This design comes from an exercise in tuning for small area on the open sky130 flow, not from production work.
RTL that was checked went through simulation tests only; none was proved equivalent to the original.
For runs 4 and 5, only the layout was checked, not whether the RTL still works.
No activity file was given, so power comes from the tool's default toggle rates.

`flow/design.v`:
```
module branch_predictor #(
  parameter int ENTRIES  = 32,
  parameter int CTR_BITS = 2,
  parameter int CNT_W    = 16
) (
  input  logic             clock,
  input  logic             reset,
  input  logic [31:0]      IF_PC,
  output logic             pred_hit,
  output logic             pred_taken,
  output logic [31:0]      pred_target,
  input  logic             res_valid,
  input  logic [31:0]      res_PC,
  input  logic             res_taken,
  input  logic [31:0]      res_target,
  input  logic             res_pred_taken,
  input  logic [31:0]      res_pred_target,
  output logic             IF_flush,
  output logic [31:0]      redirect_PC,
  output logic [CNT_W-1:0] branch_count,
  output logic [CNT_W-1:0] miss_count
);
  localparam int IW = $clog2(ENTRIES);
  localparam int TW = 30 - IW;
  logic [ENTRIES-1:0]  valid_reg;
  logic [TW-1:0]       tag_reg    [ENTRIES];
  logic [31:0]         target_reg [ENTRIES];
  logic [1:0]          ctr_reg    [ENTRIES];
  logic [CNT_W-1:0] branch_count_reg;
  logic [CNT_W-1:0] miss_count_reg;
  logic [TW-1:0] if_tag, res_tag;
  logic [ENTRIES-1:0] if_sel, res_sel;
  assign if_tag  = IF_PC[31:IW+2];
  assign res_tag = res_PC[31:IW+2];
  for (genvar gi = 0; gi < ENTRIES; gi++) begin : g_dec
    assign if_sel[gi]  = (IF_PC[IW+1:2]  == IW'(gi));
    assign res_sel[gi] = (res_PC[IW+1:2] == IW'(gi));
  end
  localparam int NG = (ENTRIES + 2) / 3;
  logic          if_valid, res_valid_e;
  logic [TW-1:0] if_tag_rd, res_tag_rd;
  logic [31:0]   if_tgt_rd;
  logic          if_ctr1;
  logic [1:0]    res_ctr;
  logic          g_if_valid  [NG];
  logic [TW-1:0] g_if_tag    [NG];
  logic [31:0]   g_if_tgt    [NG];
  logic          g_if_ctr1   [NG];
  logic          g_res_valid [NG];
  logic [TW-1:0] g_res_tag   [NG];
  logic [1:0]    g_res_ctr   [NG];
  for (genvar g = 0; g < NG; g++) begin : g_grp
    always_comb begin
      g_if_valid[g]  = 1'b0;
      g_if_tag[g]    = '0;
      g_if_tgt[g]    = '0;
      g_if_ctr1[g]   = 1'b0;
      g_res_valid[g] = 1'b0;
      g_res_tag[g]   = '0;
      g_res_ctr[g]   = '0;
      for (int k = 3 * g; k < 3 * g + 3 && k < ENTRIES; k++) begin
        g_if_valid[g]  = g_if_valid[g]  | (if_sel[k] & valid_reg[k]);
        g_if_tag[g]    = g_if_tag[g]    | ({TW{if_sel[k]}} & tag_reg[k]);
        g_if_tgt[g]    = g_if_tgt[g]    | ({32{if_sel[k]}} & target_reg[k]);
        g_if_ctr1[g]   = g_if_ctr1[g]   | (if_sel[k] & ctr_reg[k][1]);
        g_res_valid[g] = g_res_valid[g] | (res_sel[k] & valid_reg[k]);
        g_res_tag[g]   = g_res_tag[g]   | ({TW{res_sel[k]}} & tag_reg[k]);
        g_res_ctr[g]   = g_res_ctr[g]   | ({2{res_sel[k]}} & ctr_reg[k]);
      end
    end
  end
  always_comb begin
    if_valid    = 1'b0;
    if_tag_rd   = '0;
    if_tgt_rd   = '0;
    if_ctr1     = 1'b0;
    res_valid_e = 1'b0;
    res_tag_rd  = '0;
    res_ctr     = '0;
    for (int g = 0; g < NG; g++) begin
      if_valid    = if_valid    | g_if_valid[g];
      if_tag_rd   = if_tag_rd   | g_if_tag[g];
      if_tgt_rd   = if_tgt_rd   | g_if_tgt[g];
      if_ctr1     = if_ctr1     | g_if_ctr1[g];
      res_valid_e = res_valid_e | g_res_valid[g];
      res_tag_rd  = res_tag_rd  | g_res_tag[g];
      res_ctr     = res_ctr     | g_res_ctr[g];
    end
  end
  function automatic logic [31:0] pc_plus4(input logic [31:0] pc);
    logic [6:0] blk_ones;
    logic [7:0] blk_cin;
    logic       c;
    for (int k = 0; k < 7; k++)
      blk_ones[k] = &pc[4*k+2 +: 4];
    blk_cin[0] = 1'b1;
    for (int k = 1; k < 8; k++)
      blk_cin[k] = blk_cin[k-1] & blk_ones[k-1];
    pc_plus4[1:0] = pc[1:0];
    for (int k = 0; k < 8; k++) begin
      c = blk_cin[k];
      for (int j = 0; j < 4; j++) begin
        if (4*k+2+j < 32) begin
          pc_plus4[4*k+2+j] = pc[4*k+2+j] ^ c;
          c = c & pc[4*k+2+j];
        end
      end
    end
  endfunction
  logic res_hit;
  assign pred_hit    = if_valid & (if_tag_rd == if_tag);
  assign pred_taken  = pred_hit & if_ctr1;
  assign pred_target = pred_taken ? if_tgt_rd : pc_plus4(IF_PC);
  assign IF_flush    = res_valid & ((res_taken ^ res_pred_taken) |
                                    (res_taken & (res_target != res_pred_target)));
  assign redirect_PC = res_taken ? res_target : pc_plus4(res_PC);
  assign res_hit = res_valid_e & (res_tag_rd == res_tag);
  logic [1:0] ctr_next;
  always_comb begin
    if (res_taken) begin
      if (res_hit) ctr_next = {res_ctr[1] | res_ctr[0], ~res_ctr[0] | res_ctr[1]};
      else         ctr_next = 2'b10;
    end else begin
      ctr_next = {res_ctr[1] & res_ctr[0], res_ctr[1] & ~res_ctr[0]};
    end
  end
  logic alloc_go, ctr_go;
  assign alloc_go = res_valid & res_taken;
  assign ctr_go   = res_valid & (res_taken | res_hit);
  always_ff @(posedge clock) begin
    for (int i = 0; i < ENTRIES; i++) begin
      if (alloc_go && res_sel[i]) begin
        tag_reg[i]    <= res_tag;
        target_reg[i] <= res_target;
      end
      if (ctr_go && res_sel[i])
        ctr_reg[i] <= ctr_next;
    end
  end
  always_ff @(posedge clock) begin
    if (reset) valid_reg <= '0;
    else       valid_reg <= valid_reg | ({ENTRIES{alloc_go}} & res_sel);
  end
  function automatic logic [CNT_W-1:0] sat_inc(input logic [CNT_W-1:0] v);
    logic c;
    c = ~(&v);
    for (int b = 0; b < CNT_W; b++) begin
      sat_inc[b] = v[b] ^ c;
      c = c & v[b];
    end
  endfunction
  always_ff @(posedge clock) begin
    if (reset) begin
      branch_count_reg <= '0;
      miss_count_reg   <= '0;
    end else begin
      if (res_valid) branch_count_reg <= sat_inc(branch_count_reg);
      if (IF_flush)  miss_count_reg   <= sat_inc(miss_count_reg);
    end
  end
  assign branch_count = branch_count_reg;
  assign miss_count   = miss_count_reg;
endmodule
```
`flow/flow/run.sh`:
```
#!/bin/bash
# Standard ORFS layout with three changes, all through ORFS's own variables:
#  - synthesis maps the combinational logic with ABC's &nf area mapper
#    (flow/abc_area.script) in place of ORFS's area script; registers, their
#    names and cell types come out exactly as in standard synthesis;
#  - the port buffers are the smallest buffer cell (buf_1) and resizing grows them as needed;
#  - CTS uses small clock buffers, larger sink clusters and no dummy loads.
set -euo pipefail
work=$(pwd)
rm -rf "$work/scripts_x"
cp -r "$FLOW_HOME/scripts" "$work/scripts_x"
cp "$work/flow/abc_area.script" "$work/scripts_x/abc_area.script"
bash "$work/standard.sh" SCRIPTS_DIR="$work/scripts_x" \
  BUFFER_PORTS_ARGS="-buffer_cell sky130_fd_sc_hd__buf_1" \
  CTS_ARGS="-sink_clustering_enable -repair_clock_nets -dont_use_dummy_load -buf_list {sky130_fd_sc_hd__clkbuf_8} -sink_clustering_size 16 -sink_clustering_max_diameter 50" \
  finish > "$work/make_finish.log" 2>&1
```
`flow/flow/abc_area.script`:
```
strash
&get -n
&dch
&nf -R 1000 -p -F 8 -A 4
&put
topo
stime -c
```
`flow/standard.sh`:
```
#!/bin/bash
# synth_recipe.tcl (not shown) runs the flow's synth.tcl, then flattens the netlist and writes it again
# the make line also repeats each setting of config.mk as NAME=value (left out here)
make -C /OpenROAD-flow-scripts/flow DESIGN_CONFIG=/design/flow/config.mk WORK_HOME=/design/flow/orfs CLKGATE_MAP_FILE= SYNTH_SCRIPT=/design/flow/synth_recipe.tcl "${@:-finish}"
```
`flow/config.mk`:
```
export PLATFORM = sky130hd
export DESIGN_NAME = branch_predictor
export DESIGN_NICKNAME = branch_predictor
export VERILOG_FILES = /design/flow/design.v
export SDC_FILE = /design/flow/constraint.sdc
export NUM_CORES = 4
export LEC_CHECK = 0
export ABC_AREA = 1
export CAP_MARGIN = 0
export CORE_MARGIN = 2
export CORE_UTILIZATION = 55
export PLACE_DENSITY = 0.65
export SLEW_MARGIN = 0
```
`flow/constraint.sdc`:
```
create_clock -name core_clock -period 12.0 [get_ports {clock}]
set_input_delay 2.4000 -clock core_clock [delete_from_list [all_inputs] [get_ports {clock}]]
set_output_delay 2.4000 -clock core_clock [all_outputs]
set_load 0.01 [all_outputs]
```
==> results of run 1 <==
[placed cells by master (no fill, tap or decap), types with 64 or more instances in the layout]
| master | instances |
|---|---|
| a221oi_1 | 70 |
| a222oi_1 | 870 |
| and4b_1 | 87 |
| buf_1 | 225 |
| buf_4 | 193 |
| clkbuf_8 | 164 |
| dfxtp_1 | 64 |
| edfxtp_1 | 1888 |
| ha_1 | 76 |
| nand2_1 | 73 |
| nand4_1 | 197 |
| nor2_1 | 100 |
[metrics by stage]
step	worst slack, ns	utilization	hold slack (ns)	total power [mW]
after floorplan	2.03	-	0.461	7.96
final	1.31	0.610	0.506	11.5
after global placement	1.76	0.593	0.473	8.38
after detailed placement	1.59	0.593	0.491	8.39
after global routing	1.17	0.610	0.518	11.8
after CTS	1.53	0.610	0.506	11.5
[worst paths after layout]
check / from / to / slack [ns] / cells past startpoint
worst max register to register: tag_reg[7][13] / ctr_reg[12][0] / 5.75 / 12
worst max-delay path: IF_PC[2] / pred_target[28] / 1.31 / 20
worst min register to register: valid_reg[15] / valid_reg[15] / 0.51 / 2
worst min-delay path: valid_reg[15] / valid_reg[15] / 0.51 / 2
[worst register-to-register path, cell delays in order (launching register included)]
cell and delay (ns):
edfxtp_1 0.47, a222oi_1 0.33, nand4_1 0.58, and4b_1 0.51, nand4_1 0.15, a221oi_1 0.30, xor2_1 0.33, nand4_1 0.13
nor4_1 0.99, nand4_1 0.17, a31oi_1 0.94, nand3_1 0.17, nand2_1 0.83
[metal layers]
metal / part of all wire / vias up / global-route usage
met3: 0.16 / 907 / 0.127
met4: 0.060 / 22 / 0.195
met2: 0.44 / 5012 / 0.566
met5: 0.00072 / - / 0.00140
li1: - / 19400 / -
met1: 0.34 / 25200 / 0.515
[power by group through the flow]
stage               combinational (mW)  sequential [mW]  clock, mW
finish                           0.741             7.53       3.27
floorplan                        0.281             7.68          0
global placement                 0.703             7.68          0
global route                     0.758             7.53       3.50
CTS                              0.712             7.52       3.26
detailed placement               0.709             7.68          0
[cell families (layout without fill, tap and decap cells)]
logic type,Yosys count,in the layout,share of synthesized area
flip-flops,1952,1952,0.783
AO/OA/AOI/OAI,1020,1020,0.132
AND/OR/NAND/NOR,659,659,0.0521
XOR/XNOR,90,90,0.0106
adder cells (fa/ha/maj),80,80,0.0135
multiplexers,54,54,0.00767
buffers and inverters,13,601,0.000659
other,0,6,0
[area by class of cell]
type / count / area [µm²]
antenna: 6 / 15.0
clock buffer: 164 / 2260
fill: 9686 / 52100
inverter: 13 / 48.8
multi-input combinational: 1903 / 16700
sequential: 1952 / 58000
tap: 1768 / 2210
timing repair buffer: 424 / 2330
==> results.ini, run 1 <==
[floorplan]
ios = 232
start_util = 0.554
die_h_um = 371
core_um2 = 134000
rows = 134
die_width_um = 371
dieArea_um2 = 138000

[clock_network]
cts_made_buffers = 164
clkTransAtPathRegs_ns = 0.08
cts-resized-gates = 0
clkLatencyLatePin_ns = 0.94
cts_buffer_depth = 3
post-cts-setup-buffers = 0
clock-root-buffer = clkbuf_8
cts.sinks = 1952
cts_tree = yes
htree_levels = 4
ctsHoldBuffers = 0

[grt]
antenna_found_initial = 22
gr-total-overflow = 0
grt_pass1_vias = 47600
grt_max_degree = 63
grt_pass1_wl_um = 367000
grt_usage = 0.384

[timing]
slew_headroom = 0.0859
finalHoldViolations = 0
rsz0062_at_grt = no
finalSetupViolations = 0
tns_ns = 0
slew_viol_final = 0
fmax_mhz = 93.6
clock_skew_ns = 0.122
period_share = 0.891
period_needed_ns = 10.69
max_slew.worst_pin.slew_ns = 1.37

[placement]
placed_cells = 6060
portBuffers = 231
hpwl_um = 160000
place_congestion = 0.957
dpl-instance-area_um2 = 79200

[power_and_ir_drop]
power.share.sequential = 0.652
p_comb_frac = 0.064
power_density_nw_per_um2 = 142
internal-power_mw = 8.93
p_leak_nw = 24.5
switching_power_mw = 2.61
peakVddDrop_uv = 112
sw_frac_of_total = 0.226
power_frac_clock = 0.284

[worst_hold_path]
hold_path.class = reg -> reg

[drt]
routed_wl_um = 268000
post-route-drc-count = 0
drtIter0Drc = 14600
ant_nets = 0
vias = 50500
wl_per_cell_um = 43.1
viasPerCell = 8.11
detail_route.first_pass.iterations = 15

[setup_path]
crit_slowest_cell = nand2_4
worstSetupStartpointType = input pin
end_kind = output pin
worst-path-buf-inv = 5
crit_fanout = 62
critPathRequiredTime_ns = 9.60
crit_path_frequent_cell = nand4_1
critical_path_arrival_ns = 8.29
path_class = in -> out
crit_path_max_incr_delay_ns = 0.59
crit_chain = buf_1, clkinv_1, ha_1, nand2_1, nor2_4, buf_4, buf_4, a222oi_1, nand4_1, and4b_1, nand4_1, a221oi_1, xor2_1, nand3b_1, nor4b_1, nand4_1, nor4_1, nand2_4, o21ai_0, buf_1
path_delay_family = simple AND/OR/NAND/NOR gates

[yosys]
synthesis.nets = 4081
ys_seq_elements = 1952
syn_inst = 3868
async_flop_share = 0
synth-edff-count = 1888
synth_commonest_cells = edfxtp_1, a222oi_1, nand4_1
synth_ff_type = edfxtp_1
synth_area_leaders = edfxtp_1, a222oi_1, dfxtp_1
yosys.area.top_type = edfxtp_1
synth_cell_types = 38
synth_area_per_cell_um2 = 19.1
synth.most_common_cell = edfxtp_1
syn_area_um2 = 74000
yosysTopAreaCellShare = 0.766
yosysWarnings = 11
ys_seq_area_frac = 0.783

[outcome]
status = finished clean

[final_layout]
largest_register_ffs = 1024
stdcell_area_um2 = 81500
area_delta_synth_final_pct = 10.1
nNetsFinal = 4671
final_layout_size_suffix_gt1_frac = 0.104
instances_no_fill = 6230

[flow_run]
drv_cap = 0

==> inputs of run 2 (changes only) <==
--- a/flow/config.mk
+++ b/flow/config.mk
@@ -10,4 +10,4 @@
 export CORE_MARGIN = 2
-export CORE_UTILIZATION = 55
-export PLACE_DENSITY = 0.65
+export CORE_UTILIZATION = 70
+export PLACE_DENSITY = 0.8
 export SLEW_MARGIN = 0
==> results.ini, run 2 <==
[timing]
rsz0062_at_grt = no
clock_skew_ns = 0.0760
max_slew.worst_pin.slew_ns = 1.44
period_share = 0.889
slew_viol_final = 0
tns_ns = 0
fmax_mhz = 93.7
finalSetupViolations = 0
slew_headroom = 0.0287
period_needed_ns = 10.67
finalHoldViolations = 0

[floorplan]
core_um2 = 105000
die_h_um = 329
dieArea_um2 = 108000
start_util = 0.704
rows = 119
die_width_um = 329
ios = 232

[clock_network]
cts.sinks = 1952
clock-root-buffer = clkbuf_8
clkTransAtPathRegs_ns = 0.10
cts-resized-gates = 0
cts_buffer_depth = 3
clkLatencyLatePin_ns = 0.91
cts_made_buffers = 153
ctsHoldBuffers = 0
cts_tree = yes
htree_levels = 4
post-cts-setup-buffers = 0

[yosys]
yosys.area.top_type = edfxtp_1
synth_area_leaders = edfxtp_1, a222oi_1, dfxtp_1
synthesis.nets = 4081
synth_area_per_cell_um2 = 19.1
synth.most_common_cell = edfxtp_1
syn_inst = 3868
synth_ff_type = edfxtp_1
syn_area_um2 = 74000
ys_seq_area_frac = 0.783
async_flop_share = 0
yosysWarnings = 11
synth_cell_types = 38
yosysTopAreaCellShare = 0.766
synth_commonest_cells = edfxtp_1, a222oi_1, nand4_1
ys_seq_elements = 1952
synth-edff-count = 1888

[final_layout]
largest_register_ffs = 1024
final_cell_mix = edfxtp_1, a222oi_1, buf_1, nand4_1, buf_4
final_common_cell = edfxtp_1
nFillCells = 5861
area_delta_synth_final_pct = 8.95
instances_no_fill = 5838
fin_util = 0.767
final_layout_size_suffix_gt1_frac = 0.100
nNetsFinal = 4653

[grt]
grt_pass1_vias = 49100
met3_usage = 0.197
grt.busiest_layer = met2
grt_max_degree = 65
gr-total-overflow = 0
grt_pass1_wl_um = 341000
antenna_found_initial = 14
grt_usage = 0.450
gr-usage-met1 = 0.565
grtUsageMet2 = 0.652

[drt]
routed_wl_um = 246000
post-route-drc-count = 0
viasPerCell = 8.70
wl_per_cell_um = 42.1
ant_nets = 0
drtIter0Drc = 16500
vias = 50800
detail_route.first_pass.iterations = 23

[flow_run]
drv_cap = 0

[setup_path]
r2r_setup_slack_ns = 5.98
worstSetupStartpointType = input pin
path_class = in -> out
crit_fanout = 62
end_kind = output pin
critical_path_arrival_ns = 8.27
critPathRequiredTime_ns = 9.60

[worst_hold_path]
hold_path.class = reg -> reg

[power_and_ir_drop]
peakVddDrop_uv = 127
p_leak_nw = 24.4
power_density_nw_per_um2 = 141
power_mw = 11.4

[placement]
place_congestion = 0.988
portBuffers = 231
hpwl_um = 145000
placed_cells = 5676

[outcome]
status = finished clean

[run 2: per-layer routing]
layer	part of all wire	wire length, µm
met5	0.00084	207
met4	0.071	17400
met3	0.19	47700
met2	0.43	106000
met1	0.30	74400
[run 2: per-stage QoR]
stage | instance area [µm²] | setup WS, ns | hold WS, ns
6_report | 80700 | 1.33 | 0.508
5_1_grt | 80700 | 1.22 | 0.527
4_1_cts | 80700 | 1.69 | 0.506
3_5_place_dp | 78500 | 1.71 | 0.488
3_3_place_gp | 78500 | 1.95 | 0.473
2_1_floorplan | 74000 | 2.03 | 0.461
[run 2: final timing paths]
path,startpoint,end,depth (start not counted)
max reg2reg,tag_reg[5][15],ctr_reg[12][0],12
min reg2reg,valid_reg[31],valid_reg[31],2
min,valid_reg[31],valid_reg[31],2
max,IF_PC[6],pred_target[15],17
[run 2: critical path, stage by stage]
cell and delay (ns):
clkbuf_2 0.57, clkinv_1 0.20, buf_4 0.29, and3_4 0.47, a222oi_1 0.46, nand4_1 0.23, and4b_1 0.38, nand4_1 0.11
a221oi_1 0.62, xor2_1 0.25, nand3b_1 0.10, nor3_1 0.26, nand4_1 0.21, nor4_1 0.41, nand2_4 0.47, o21ai_0 0.39
buf_1 0.19
[run 2: logic make-up (layout without fill, tap and decap cells)]
| family | Yosys count | in the layout | share of synthesized area |
|---|---|---|---|
| multiplexers | 54 | 54 | 0.00767 |
| buffers and inverters | 13 | 583 | 0.000659 |
| adder cells (fa/ha/maj) | 80 | 80 | 0.0135 |
| flip-flops | 1952 | 1952 | 0.783 |
| XOR/XNOR | 90 | 90 | 0.0106 |
| other | 0 | 9 | 0 |
| AO/OA/AOI/OAI | 1020 | 1020 | 0.132 |
| AND/OR/NAND/NOR | 659 | 659 | 0.0521 |
[run 2: area by class of cell]
class,instances,area (µm²),area share
flip-flops and latches,1952,58000,0.719
multi-input cells,1903,16500,0.205
repair buffers,417,2270,0.0282
clock buffers,153,2110,0.0261
well taps,1391,1740,0.0216
inverters,13,48.8,0.000605
diodes,9,22.5,0.000279
[run 2: power breakdown]
| part | total [mW] | switching [mW] | internal (mW) |
|---|---|---|---|
| registers | 7.53 | 0.0193 | 7.51 |
| logic | 0.713 | 0.513 | 0.200 |
| clock network | 3.11 | 1.97 | 1.14 |
==> inputs of run 3 (changes only) <==
==> flow/flow/abc_area.script (replaced) <==
strash
&get -n
&nf -R 1000 -p -F 8 -A 4
&put
topo
stime -c
--- a/flow/config.mk
+++ b/flow/config.mk
@@ -10,4 +10,4 @@
 export CORE_MARGIN = 2
-export CORE_UTILIZATION = 70
-export PLACE_DENSITY = 0.8
+export CORE_UTILIZATION = 65
+export PLACE_DENSITY = 0.75
 export SLEW_MARGIN = 0
==> results.ini, run 3 <==
[yosys]
syn_inst = 3816
synth_commonest_cells = edfxtp_1, a222oi_1, nand4_1
synth_area_per_cell_um2 = 19.4
synth-edff-count = 1888
synth_area_leaders = edfxtp_1, a222oi_1, dfxtp_1
yosysWarnings = 11
yosysTopAreaCellShare = 0.768
synthesis.nets = 4029
syn_area_um2 = 73800
synth.most_common_cell = edfxtp_1
synth_cell_types = 29
ys_seq_elements = 1952
synth_ff_type = edfxtp_1
yosys.area.top_type = edfxtp_1
async_flop_share = 0
ys_seq_area_frac = 0.785

[timing]
max_slew.worst_pin.slew_ns = 1.36
finalSetupViolations = 0
slew_headroom = 0.0930
slew_viol_final = 0
finalHoldViolations = 0
rsz0062_at_grt = no
tns_ns = 0
period_needed_ns = 11.41
fmax_mhz = 87.6
clock_skew_ns = 0.136
layout_setup_ws_ns = 0.589
period_share = 0.951

[final_layout]
final_cell_mix = edfxtp_1, a222oi_1, buf_1, nand4_1, buf_4
multi_input_area_um2 = 16200
nNetsFinal = 4600
largest_register_ffs = 1024
nFillCells = 6821
area_delta_synth_final_pct = 9.11
final_layout_size_suffix_gt1_frac = 0.101
final_common_cell = edfxtp_1
layout.area.seq_um2 = 58000

[setup_path]
end_kind = output pin
critical_path_arrival_ns = 9.01
path_class = in -> out
worstRegToRegCells = 12
r2r_setup_slack_ns = 7.27
critPathRequiredTime_ns = 9.60
crit_fanout = 63
worstSetupStartpointType = input pin

[placement]
hpwl_um = 147000
portBuffers = 231
place_congestion = 0.955
pre_cts_slack_ns = 0.932

[floorplan]
die_width_um = 341
rows = 123
ios = 232
die_h_um = 341
core_um2 = 113000
dieArea_um2 = 116000
start_util = 0.655

[grt]
gr-total-overflow = 0
grt_max_degree = 65
antenna_found_initial = 25
grt_usage = 0.435
grt_pass1_wl_um = 353000
grt_pass1_vias = 48900

[drt]
ant_nets = 0
drtIter0Drc = 16800
detail_route.first_pass.iterations = 15
viasPerCell = 8.66
wl_per_cell_um = 43.5
routed_wl_um = 256000
post-route-drc-count = 0
vias = 51100

[clock_network]
cts_tree = yes
clkTransAtPathRegs_ns = 0.07
clkLatencyLatePin_ns = 0.93
post-cts-setup-buffers = 0
ctsHoldBuffers = 0
cts.sinks = 1952
cts_made_buffers = 158
htree_levels = 4
clock-root-buffer = clkbuf_8
cts-resized-gates = 0
cts_buffer_depth = 3

[power_and_ir_drop]
power_density_nw_per_um2 = 142
peakVddDrop_uv = 115
p_leak_nw = 24.4

[worst_hold_path]
holdPathStages = 2
hold_path.class = reg -> reg

[outcome]
status = finished clean

[flow_run]
drv_cap = 0

run 3: cell count changes after synthesis, sizes merged, moves of 10 or more:
cell,change
nand2,-12
a221oi,+14
nor2,-18
a31oi,-10
a22oi,-12
run 3: critical path, cell delays in order:
cell and delay (ns):
buf_1 0.55, clkinv_1 0.64, and3_4 0.56, buf_4 0.40, a222oi_1 0.32, nand4_1 0.17
and4b_1 0.37, nand4_1 0.14, a221oi_1 0.29, xor2_1 0.33, nand4_1 0.14, nor4_1 0.92
nand3_1 0.17, clkinv_1 0.12, nand2_2 0.67, o21ai_0 0.51, buf_1 0.19
run 3: worst paths after layout:
kind / startpoint / to
worst max-delay path: IF_PC[6] / pred_target[19]
worst min-delay path: valid_reg[12] / valid_reg[12]
worst max register to register: tag_reg[11][3] / ctr_reg[19][1]
worst min register to register: valid_reg[12] / valid_reg[12]
run 3: metal layers:
metal,up-vias,wire [µm],track usage
met5,-,173,0.00327
met4,20,16500,0.239
met3,1143,52800,0.204
met2,6280,107000,0.610
met1,24400,79500,0.566
li1,19200,-,-
run 3: final cells by class:
cell class,instances,share of cell area
clock buffers,158,0.0270
diodes,11,0.000342
well taps,1500,0.0233
repair buffers,411,0.0277
flip-flops and latches,1952,0.720
multi-input cells,1852,0.202
inverters,12,0.000559
run 3: metrics by stage:
step                      std cells  hold WS, ns  cell area [µm²]  utilization  total power, mW
final                          5896        0.507            80600        0.715             11.4
after global routing           5888        0.523            80600        0.715             11.6
after CTS                      5885        0.500            80500        0.715             11.4
after detailed placement       5727        0.486            78400        0.696             8.34
after global placement         5727        0.470            78400        0.696             8.33
after floorplan                3816        0.461            73800            -             7.95
run 3: kinds of logic (layout without fill, tap and decap cells):
logic type	count (synthesis)	after routing	share of synthesized area
DFF	1952	1952	0.785
adders and majority gates	80	80	0.0136
buffers and inverters	12	581	0.000610
other	0	11	0
xor gates and xnor gates	101	101	0.0120
muxes	56	56	0.00796
and+or+nand+nor	612	612	0.0492
AOI/OAI and AO/OA	1003	1003	0.132
run 3: where the power goes:
| part | internal, mW | switching (mW) | leakage, nW | total [mW] |
|---|---|---|---|---|
| Sequential | 7.51 | 0.0184 | 17.5 | 7.53 |
| Combinational | 0.196 | 0.509 | 5.79 | 0.704 |
| Clock | 1.18 | 2.03 | 1.14 | 3.20 |
==> inputs of run 4 (changes only) <==
--- a/flow/design.v
+++ b/flow/design.v
@@ -38,3 +38,2 @@
   end
-  localparam int NG = (ENTRIES + 2) / 3;
   logic          if_valid, res_valid_e;
@@ -44,29 +43,2 @@
   logic [1:0]    res_ctr;
-  logic          g_if_valid  [NG];
-  logic [TW-1:0] g_if_tag    [NG];
-  logic [31:0]   g_if_tgt    [NG];
-  logic          g_if_ctr1   [NG];
-  logic          g_res_valid [NG];
-  logic [TW-1:0] g_res_tag   [NG];
-  logic [1:0]    g_res_ctr   [NG];
-  for (genvar g = 0; g < NG; g++) begin : g_grp
-    always_comb begin
-      g_if_valid[g]  = 1'b0;
-      g_if_tag[g]    = '0;
-      g_if_tgt[g]    = '0;
-      g_if_ctr1[g]   = 1'b0;
-      g_res_valid[g] = 1'b0;
-      g_res_tag[g]   = '0;
-      g_res_ctr[g]   = '0;
-      for (int k = 3 * g; k < 3 * g + 3 && k < ENTRIES; k++) begin
-        g_if_valid[g]  = g_if_valid[g]  | (if_sel[k] & valid_reg[k]);
-        g_if_tag[g]    = g_if_tag[g]    | ({TW{if_sel[k]}} & tag_reg[k]);
-        g_if_tgt[g]    = g_if_tgt[g]    | ({32{if_sel[k]}} & target_reg[k]);
-        g_if_ctr1[g]   = g_if_ctr1[g]   | (if_sel[k] & ctr_reg[k][1]);
-        g_res_valid[g] = g_res_valid[g] | (res_sel[k] & valid_reg[k]);
-        g_res_tag[g]   = g_res_tag[g]   | ({TW{res_sel[k]}} & tag_reg[k]);
-        g_res_ctr[g]   = g_res_ctr[g]   | ({2{res_sel[k]}} & ctr_reg[k]);
-      end
-    end
-  end
   always_comb begin
@@ -79,10 +51,10 @@
     res_ctr     = '0;
-    for (int g = 0; g < NG; g++) begin
-      if_valid    = if_valid    | g_if_valid[g];
-      if_tag_rd   = if_tag_rd   | g_if_tag[g];
-      if_tgt_rd   = if_tgt_rd   | g_if_tgt[g];
-      if_ctr1     = if_ctr1     | g_if_ctr1[g];
-      res_valid_e = res_valid_e | g_res_valid[g];
-      res_tag_rd  = res_tag_rd  | g_res_tag[g];
-      res_ctr     = res_ctr     | g_res_ctr[g];
+    for (int i = 0; i < ENTRIES; i++) begin
+      if_valid    = if_valid    | (if_sel[i] & valid_reg[i]);
+      if_tag_rd   = if_tag_rd   | ({TW{if_sel[i]}} & tag_reg[i]);
+      if_tgt_rd   = if_tgt_rd   | ({32{if_sel[i]}} & target_reg[i]);
+      if_ctr1     = if_ctr1     | (if_sel[i] & ctr_reg[i][1]);
+      res_valid_e = res_valid_e | (res_sel[i] & valid_reg[i]);
+      res_tag_rd  = res_tag_rd  | ({TW{res_sel[i]}} & tag_reg[i]);
+      res_ctr     = res_ctr     | ({2{res_sel[i]}} & ctr_reg[i]);
     end
@@ -90,19 +62,8 @@
   function automatic logic [31:0] pc_plus4(input logic [31:0] pc);
-    logic [6:0] blk_ones;
-    logic [7:0] blk_cin;
-    logic       c;
-    for (int k = 0; k < 7; k++)
-      blk_ones[k] = &pc[4*k+2 +: 4];
-    blk_cin[0] = 1'b1;
-    for (int k = 1; k < 8; k++)
-      blk_cin[k] = blk_cin[k-1] & blk_ones[k-1];
+    logic c;
     pc_plus4[1:0] = pc[1:0];
-    for (int k = 0; k < 8; k++) begin
-      c = blk_cin[k];
-      for (int j = 0; j < 4; j++) begin
-        if (4*k+2+j < 32) begin
-          pc_plus4[4*k+2+j] = pc[4*k+2+j] ^ c;
-          c = c & pc[4*k+2+j];
-        end
-      end
+    c = 1'b1;
+    for (int b = 2; b < 32; b++) begin
+      pc_plus4[b] = pc[b] ^ c;
+      c = c & pc[b];
     end
==> flow/flow/abc_area.script (replaced) <==
strash
&get -n
&dch
&nf -R 1000 -p
&put
topo
stime -c
--- a/flow/config.mk
+++ b/flow/config.mk
@@ -10,4 +10,4 @@
 export CORE_MARGIN = 2
-export CORE_UTILIZATION = 65
-export PLACE_DENSITY = 0.75
+export CORE_UTILIZATION = 55
+export PLACE_DENSITY = 0.65
 export SLEW_MARGIN = 0
==> results.ini, run 4 <==
[outcome]
status = finished clean

[grt]
gr-usage-met1 = 0.541
antenna_found_initial = 14
grt_pass1_wl_um = 397000
grt_pass1_vias = 50100
grt.busiest_layer = met2
gr-total-overflow = 0
grt_max_degree = 65
grt_usage = 0.412
grtUsageMet2 = 0.598
met3_usage = 0.152

[floorplan]
dieArea_um2 = 141000
die_width_um = 375
die_h_um = 375
core_um2 = 137000
rows = 136
ios = 232
start_util = 0.552

[setup_path]
end_kind = output pin
path_class = in -> out
path_delay_family = compound AO/OA/AOI/OAI gates
worstSetupStartpointType = input pin
critical_path_arrival_ns = 9.41
worst-path-buf-inv = 8
crit_fanout = 6
crit_slowest_cell = nor4_2
crit_path_frequent_cell = a221o_1
crit_path_max_incr_delay_ns = 0.36
critPathRequiredTime_ns = 9.60

[yosys]
synth_compound_area_frac = 0.139
yosysTopAreaCellShare = 0.749
ys_seq_area_frac = 0.766
ys_seq_elements = 1952
synth_area_per_cell_um2 = 17.2
synth_area_leaders = edfxtp_1, a22oi_1, a222oi_1
synth_cell_types = 40
synthesis.nets = 4623
synth_commonest_cells = edfxtp_1, a22oi_1, a222oi_1
yosys.area.top_type = edfxtp_1
synthXorXnorAreaFrac = 0.00799
yosysWarnings = 4
synth_mux_area_frac = 0.00844
synth-simple-area-share = 0.0625
synth.most_common_cell = edfxtp_1
synth_top_family_by_area = compound AO/OA/AOI/OAI gates
synthAdderAreaFrac = 0.0152
synth-edff-count = 1888
async_flop_share = 0
synth_ff_type = edfxtp_1
syn_area_um2 = 75600
syn_inst = 4398

[drt]
vias = 54100
viasPerCell = 7.84
drtIter0Drc = 12100
wl_per_cell_um = 42.9
post-route-drc-count = 0
routed_wl_um = 296000
detail_route.first_pass.iterations = 8
ant_nets = 0

[power_and_ir_drop]
power_density_nw_per_um2 = 139
p_leak_nw = 26.6
switching_power_mw = 2.66
sw_frac_of_total = 0.228
p_comb_frac = 0.069
internal-power_mw = 9.00
peakVddDrop_uv = 111
power_frac_clock = 0.286
power.share.sequential = 0.645

[final_layout]
largest_register_ffs = 1024
final_layout_size_suffix_gt1_frac = 0.119
nNetsFinal = 5325
area_delta_synth_final_pct = 11.3
final_cell_mix = edfxtp_1, a22oi_1, a222oi_1, buf_4, nand2_1
final_common_cell = edfxtp_1

[clock_network]
cts_buffer_depth = 3
clock-root-buffer = clkbuf_8
cts_tree = yes
ctsHoldBuffers = 0
clkLatencyLatePin_ns = 0.97
cts.sinks = 1952
cts_made_buffers = 170
htree_levels = 4
clkTransAtPathRegs_ns = 0.05

[timing]
fmax_mhz = 84.7
max_slew.worst_pin.slew_ns = 1.42
tns_ns = 0
clock_skew_ns = 0.0857
period_share = 0.984
finalHoldViolations = 0
period_needed_ns = 11.81
slew_headroom = 0.0512
hold_ws_ns = 0.504
finalSetupViolations = 0
slew_viol_final = 0

[placement]
hpwl_um = 177000
place_congestion = 1.02
portBuffers = 231

[flow_run]
drv_cap = 0

[worst_hold_path]
hold_path.class = reg -> reg

-- run 4: timing repair --
| item | in CTS | in global routing |
|---|---|---|
| endpoints found under the setup margin | 33 | 33 |
| buffers inserted | 1 | 4 |
| pin swaps | 0 | 9 |
| resized for setup | 3 | 43 |
| gates cloned | 0 | 2 |
-- run 4: area by class of cell --
cell class,count,area [µm²]
Clock buffer,170,2340
Timing Repair Buffer,530,3330
Antenna cell,10,25.0
Fill cell,10100,52800
Multi-Input combinational cell,2439,18300
Tap cell,1794,2240
Sequential cell,1952,58000
Inverter,7,26.3
-- run 4: power groups by stage --
| stage | logic [mW] | clock network [mW] | registers [mW] |
|---|---|---|---|
| floorplan | 0.310 | 0 | 7.68 |
| detailed placement | 0.759 | 0 | 7.68 |
| global placement | 0.754 | 0 | 7.68 |
| CTS | 0.761 | 3.33 | 7.52 |
| global route | 0.816 | 3.55 | 7.53 |
| finish | 0.802 | 3.34 | 7.53 |
-- run 4: worst paths after layout --
check	startpoint	end	slack, ns	depth (start not counted)
worst max-delay path	IF_PC[3]	pred_target[18]	0.19	33
worst min-delay path	valid_reg[9]	valid_reg[9]	0.50	2
worst max register to register	tag_reg[0][20]	ctr_reg[4][0]	4.79	24
worst min register to register	valid_reg[9]	valid_reg[9]	0.50	2
-- run 4: metal layers --
layer,vias to the layer above,routed length (µm)
met4,24,19100
met1,27000,101000
met2,5441,127000
met3,1031,49200
li1,20700,-
met5,-,272
-- run 4: logic make-up (layout without fill, tap and decap cells) --
| family | after synthesis | after routing |
|---|---|---|
| compound gates | 1237 | 1237 |
| xor+xnor | 69 | 69 |
| fa+ha+maj | 92 | 92 |
| buf+inv | 7 | 707 |
| flops | 1952 | 1952 |
| mux | 60 | 60 |
| other cells | 0 | 10 |
| simple gates | 981 | 981 |
-- run 4: metrics by stage --
| step | std cells | area (µm²) | power (mW) | util | setup WS, ns |
|---|---|---|---|---|---|
| floorplan | 4398 | 75600 | 7.99 | - | 0.153 |
| global placement | 6714 | 81600 | 8.43 | 0.596 | -0.163 |
| detailed placement | 6714 | 81600 | 8.44 | 0.596 | -0.266 |
| CTS | 6885 | 84000 | 11.6 | 0.613 | 0.0191 |
| global route | 6893 | 84200 | 11.9 | 0.615 | -0.00704 |
| finish | 6902 | 84200 | 11.7 | 0.615 | 0.192 |
-- run 4: worst register-to-register path: stages, from the launching register on --
cell and delay, ns:
edfxtp_1 0.40, a222oi_1 0.43, nand4_1 0.15, a221o_1 0.29
a221o_1 0.26, a221o_1 0.28, a221o_1 0.27, a221o_1 0.26
a221o_1 0.26, a221o_1 0.26, a221o_1 0.28, a221o_1 0.27
a221o_1 0.26, a221o_1 0.26, a221o_1 0.27, a221oi_1 0.27
xnor2_1 0.29, nor4_1 0.40, buf_4 0.21, nand4_1 0.16
nor4_1 0.30, buf_4 0.19, o21ai_2 0.05, buf_4 0.29
nor3_1 0.47
==> inputs of run 5 (changes only) <==
==> flow/flow/run.sh (replaced) <==
#!/bin/bash
# Standard ORFS layout, except that synthesis maps the combinational logic with
# ABC's &nf area mapper (flow/abc_area.script) in place of ORFS's area script.
# Registers, their names and cell types come out exactly as in standard synthesis.
set -euo pipefail
work=$(pwd)
rm -rf "$work/scripts_x"
cp -r "$FLOW_HOME/scripts" "$work/scripts_x"
cp "$work/flow/abc_area.script" "$work/scripts_x/abc_area.script"
bash "$work/standard.sh" SCRIPTS_DIR="$work/scripts_x" finish > "$work/make_finish.log" 2>&1
--- a/flow/config.mk
+++ b/flow/config.mk
@@ -8,6 +8,6 @@
 export ABC_AREA = 1
-export CAP_MARGIN = 0
+export CAP_MARGIN = 20
 export CORE_MARGIN = 2
-export CORE_UTILIZATION = 55
-export PLACE_DENSITY = 0.65
-export SLEW_MARGIN = 0
+export CORE_UTILIZATION = 25
+export PLACE_DENSITY = 0.45
+export SLEW_MARGIN = 20
==> results.ini, run 5 <==
[outcome]
status = finished clean

[grt]
grt_max_degree = 65
grt_usage = 0.216
gr-total-overflow = 0
grt_pass1_vias = 51400
antenna_found_initial = 29
grt_pass1_wl_um = 456000

[final_layout]
final_cell_mix = edfxtp_1, a22oi_1, buf_4, a222oi_1, nand2_1
instances_no_fill = 9371
largest_register_ffs = 1024
stdcell_area_um2 = 93700
area_delta_synth_final_pct = 23.8
nNetsFinal = 5461
final_common_cell = edfxtp_1
final_layout_size_suffix_gt1_frac = 0.161

[setup_path]
crit_slowest_cell = clkdlybuf4s50_1
end_kind = output pin
critPathRequiredTime_ns = 9.60
crit_fanout = 2
worstSetupStartpointType = input pin
crit_path_frequent_cell = ha_1
worstRegToRegCells = 23
r2r-start = tag_reg[0][20]
crit_path_max_incr_delay_ns = 0.49
r2r_setup_slack_ns = 4.59
critical_path_arrival_ns = 9.45
path_class = in -> out
r2r_end = ctr_reg[13][1]

[worst_hold_path]
worstHoldStart = valid_reg[15]
worstHoldEndpoint = valid_reg[15]
holdPathStages = 2
hold_path.class = reg -> reg

[timing]
period_share = 0.987
slew_viol_final = 0
max_slew.worst_pin.slew_ns = 1.14
slew_headroom = 0.237
hold_ws_ns = 0.507
tns_ns = 0
finalSetupViolations = 0
period_needed_ns = 11.85
clock_skew_ns = 0.0491
finalHoldViolations = 0
fmax_mhz = 84.4

[floorplan]
dieArea_um2 = 307000
start_util = 0.252
core_um2 = 301000
die_width_um = 554
ios = 232
rows = 201
die_h_um = 554

[yosys]
synth_ff_type = edfxtp_1
ys_seq_elements = 1952
synth_area_leaders = edfxtp_1, a22oi_1, a222oi_1
synth_mux_area_frac = 0.00844
synthXorXnorAreaFrac = 0.00799
synth_commonest_cells = edfxtp_1, a22oi_1, a222oi_1
syn_inst = 4398
synth-simple-area-share = 0.0625
yosys.area.top_type = edfxtp_1
syn_area_um2 = 75600
synth_compound_area_frac = 0.139
synth_cell_types = 40
yosysTopAreaCellShare = 0.749
synthesis.nets = 4623
synth-edff-count = 1888
synth.most_common_cell = edfxtp_1
yosysWarnings = 4
synthAdderAreaFrac = 0.0152
ys_seq_area_frac = 0.766
synth_top_family_by_area = compound AO/OA/AOI/OAI gates
async_flop_share = 0
synth_area_per_cell_um2 = 17.2

[clock_network]
clkTransAtPathRegs_ns = 0.06
cts_made_buffers = 205
clkLatencyLatePin_ns = 0.87
cts_buffer_depth = 3
ctsHoldBuffers = 0
cts.sinks = 1952
htree_levels = 4
clock-root-buffer = clkbuf_16
cts_tree = yes

[power_and_ir_drop]
power_mw = 14.8
peakVddDrop_uv = 156
power_density_nw_per_um2 = 158
p_leak_nw = 29.9

[drt]
drtIter0Drc = 9517
wl_per_cell_um = 36.6
detail_route.first_pass.iterations = 10
routed_wl_um = 343000
post-route-drc-count = 0
viasPerCell = 5.67
vias = 53200
ant_nets = 0

[placement]
placed_cells = 8956
dpl-instance-area_um2 = 86500
hpwl_um = 213000
place_congestion = 0.923
portBuffers = 231

[flow_run]
drv_cap = 0

[run 5: cell count changes in the layout (fill, tap and decap cells not counted), sizes merged, moves of 6 or more]
| cell | delta |
|---|---|
| clkinv | +90 |
| clkinvlp | +6 |
| bufinv | +19 |
| clkbuf | +72 |
| buf | -74 |
| clkdlybuf4s50 | +185 |
[run 5: worst max-delay path by stage]
stage / startpoint / end / slack [ns] / cells past startpoint
after floorplan: IF_PC[2] / pred_target[2] / 0.15 / 27
after global placement: IF_PC[2] / pred_target[16] / -0.93 / 32
after detailed placement: IF_PC[2] / pred_target[16] / -0.93 / 32
after CTS: IF_PC[5] / pred_target[11] / 0.03 / 31
after global routing: res_PC[4] / redirect_PC[30] / -0.02 / 30
final: res_PC[2] / redirect_PC[30] / 0.15 / 31
[run 5: kinds of logic (layout without fill, tap and decap cells)]
logic type	Yosys count	in the layout
compound gates	1237	1237
xor+xnor	69	69
fa+ha+maj	92	92
buf+inv	7	1015
flops	1952	1952
mux	60	60
other cells	0	5
simple gates	981	983
[run 5: power breakdown]
group	switching, mW	internal (mW)	leakage [nW]
registers	0.0178	7.52	17.5
clock network	2.75	3.62	3.23
logic	0.616	0.293	9.11
total	3.39	11.4	29.9
[run 5: stage by stage]
step | utilization | worst slack, ns
6_report | 0.312 | 0.154
5_1_grt | 0.312 | -0.0234
4_1_cts | 0.311 | 0.0283
3_5_place_dp | 0.288 | -0.925
3_3_place_gp | 0.288 | -0.928
2_1_floorplan | - | 0.153
[run 5: repair_timing]
action	4_1_cts	5_1_grt
resized for setup	170	39
pin swaps	21	20
setup buffers	22	4
endpoints found under the setup margin	37	35
cloned	6	0
[run 5: critical path: cells and delay by family]
family	cells	cell delay, ns
muxes	1	0.29
adders and majority gates	28	5.81
buffers and inverters	2	0.92
[run 5: layer usage]
layer  vias up  part of all wire  track usage
li1      21200                 -            -
met1     27700              0.39        0.280
met2      3489              0.45        0.341
met3       797             0.098       0.0471
met4        10             0.057        0.108
met5         -           0.00030            0
[run 5: final cells by class]
| cell class | instances | area (µm²) |
|---|---|---|
| fillers | 29400 | 207000 |
| flip-flops and latches | 1952 | 58000 |
| multi-input cells | 2441 | 18500 |
| repair buffers | 629 | 5580 |
| clock buffers | 260 | 5440 |
| well taps | 3958 | 4950 |
| clock inverters | 119 | 1220 |
| inverters | 7 | 38.8 |
| diodes | 5 | 12.5 |

## re-timing with driven ports
The results above use ideal ports. As a check the final layouts listed here were re-extracted and re-timed, cells and wires unchanged.
Step 1 (the two cells are an assumption about what drives the block):
set clk [get_ports {clock}]
set_driving_cell -lib_cell sky130_fd_sc_hd__clkbuf_16 $clk
set_driving_cell -lib_cell sky130_fd_sc_hd__buf_2 [delete_from_list [all_inputs] $clk]
Step 2 moves the port delays by t, midway between the first and last clock arrival at a register: inputs arrive t later, outputs are due t later. That takes back most of the time a late clock gives input paths.
Slacks: ideal / step 1 / step 2; pairs: ideal / step 1.
run | t (ns) | setup slack, ns | worst setup path at the end
run 1 | 0.970 | 1.313 / 1.285 / 1.285 | input to output
run 2 | 0.948 | 1.329 / 1.182 / 1.182 | input to output
run 3 | 0.940 | 0.589 / 0.451 / 0.451 | input to output
run 4 | 1.000 | 0.192 / 0.148 / 0.148 | input to output
run 5 | 0.939 | 0.154 / 0.131 / 0.131 | input to output
After both steps setup and hold are still met in every run listed. For run 2, which loses most, drivers alone change the setup slack by -0.147 ns; drivers and shift together by -0.147 ns.
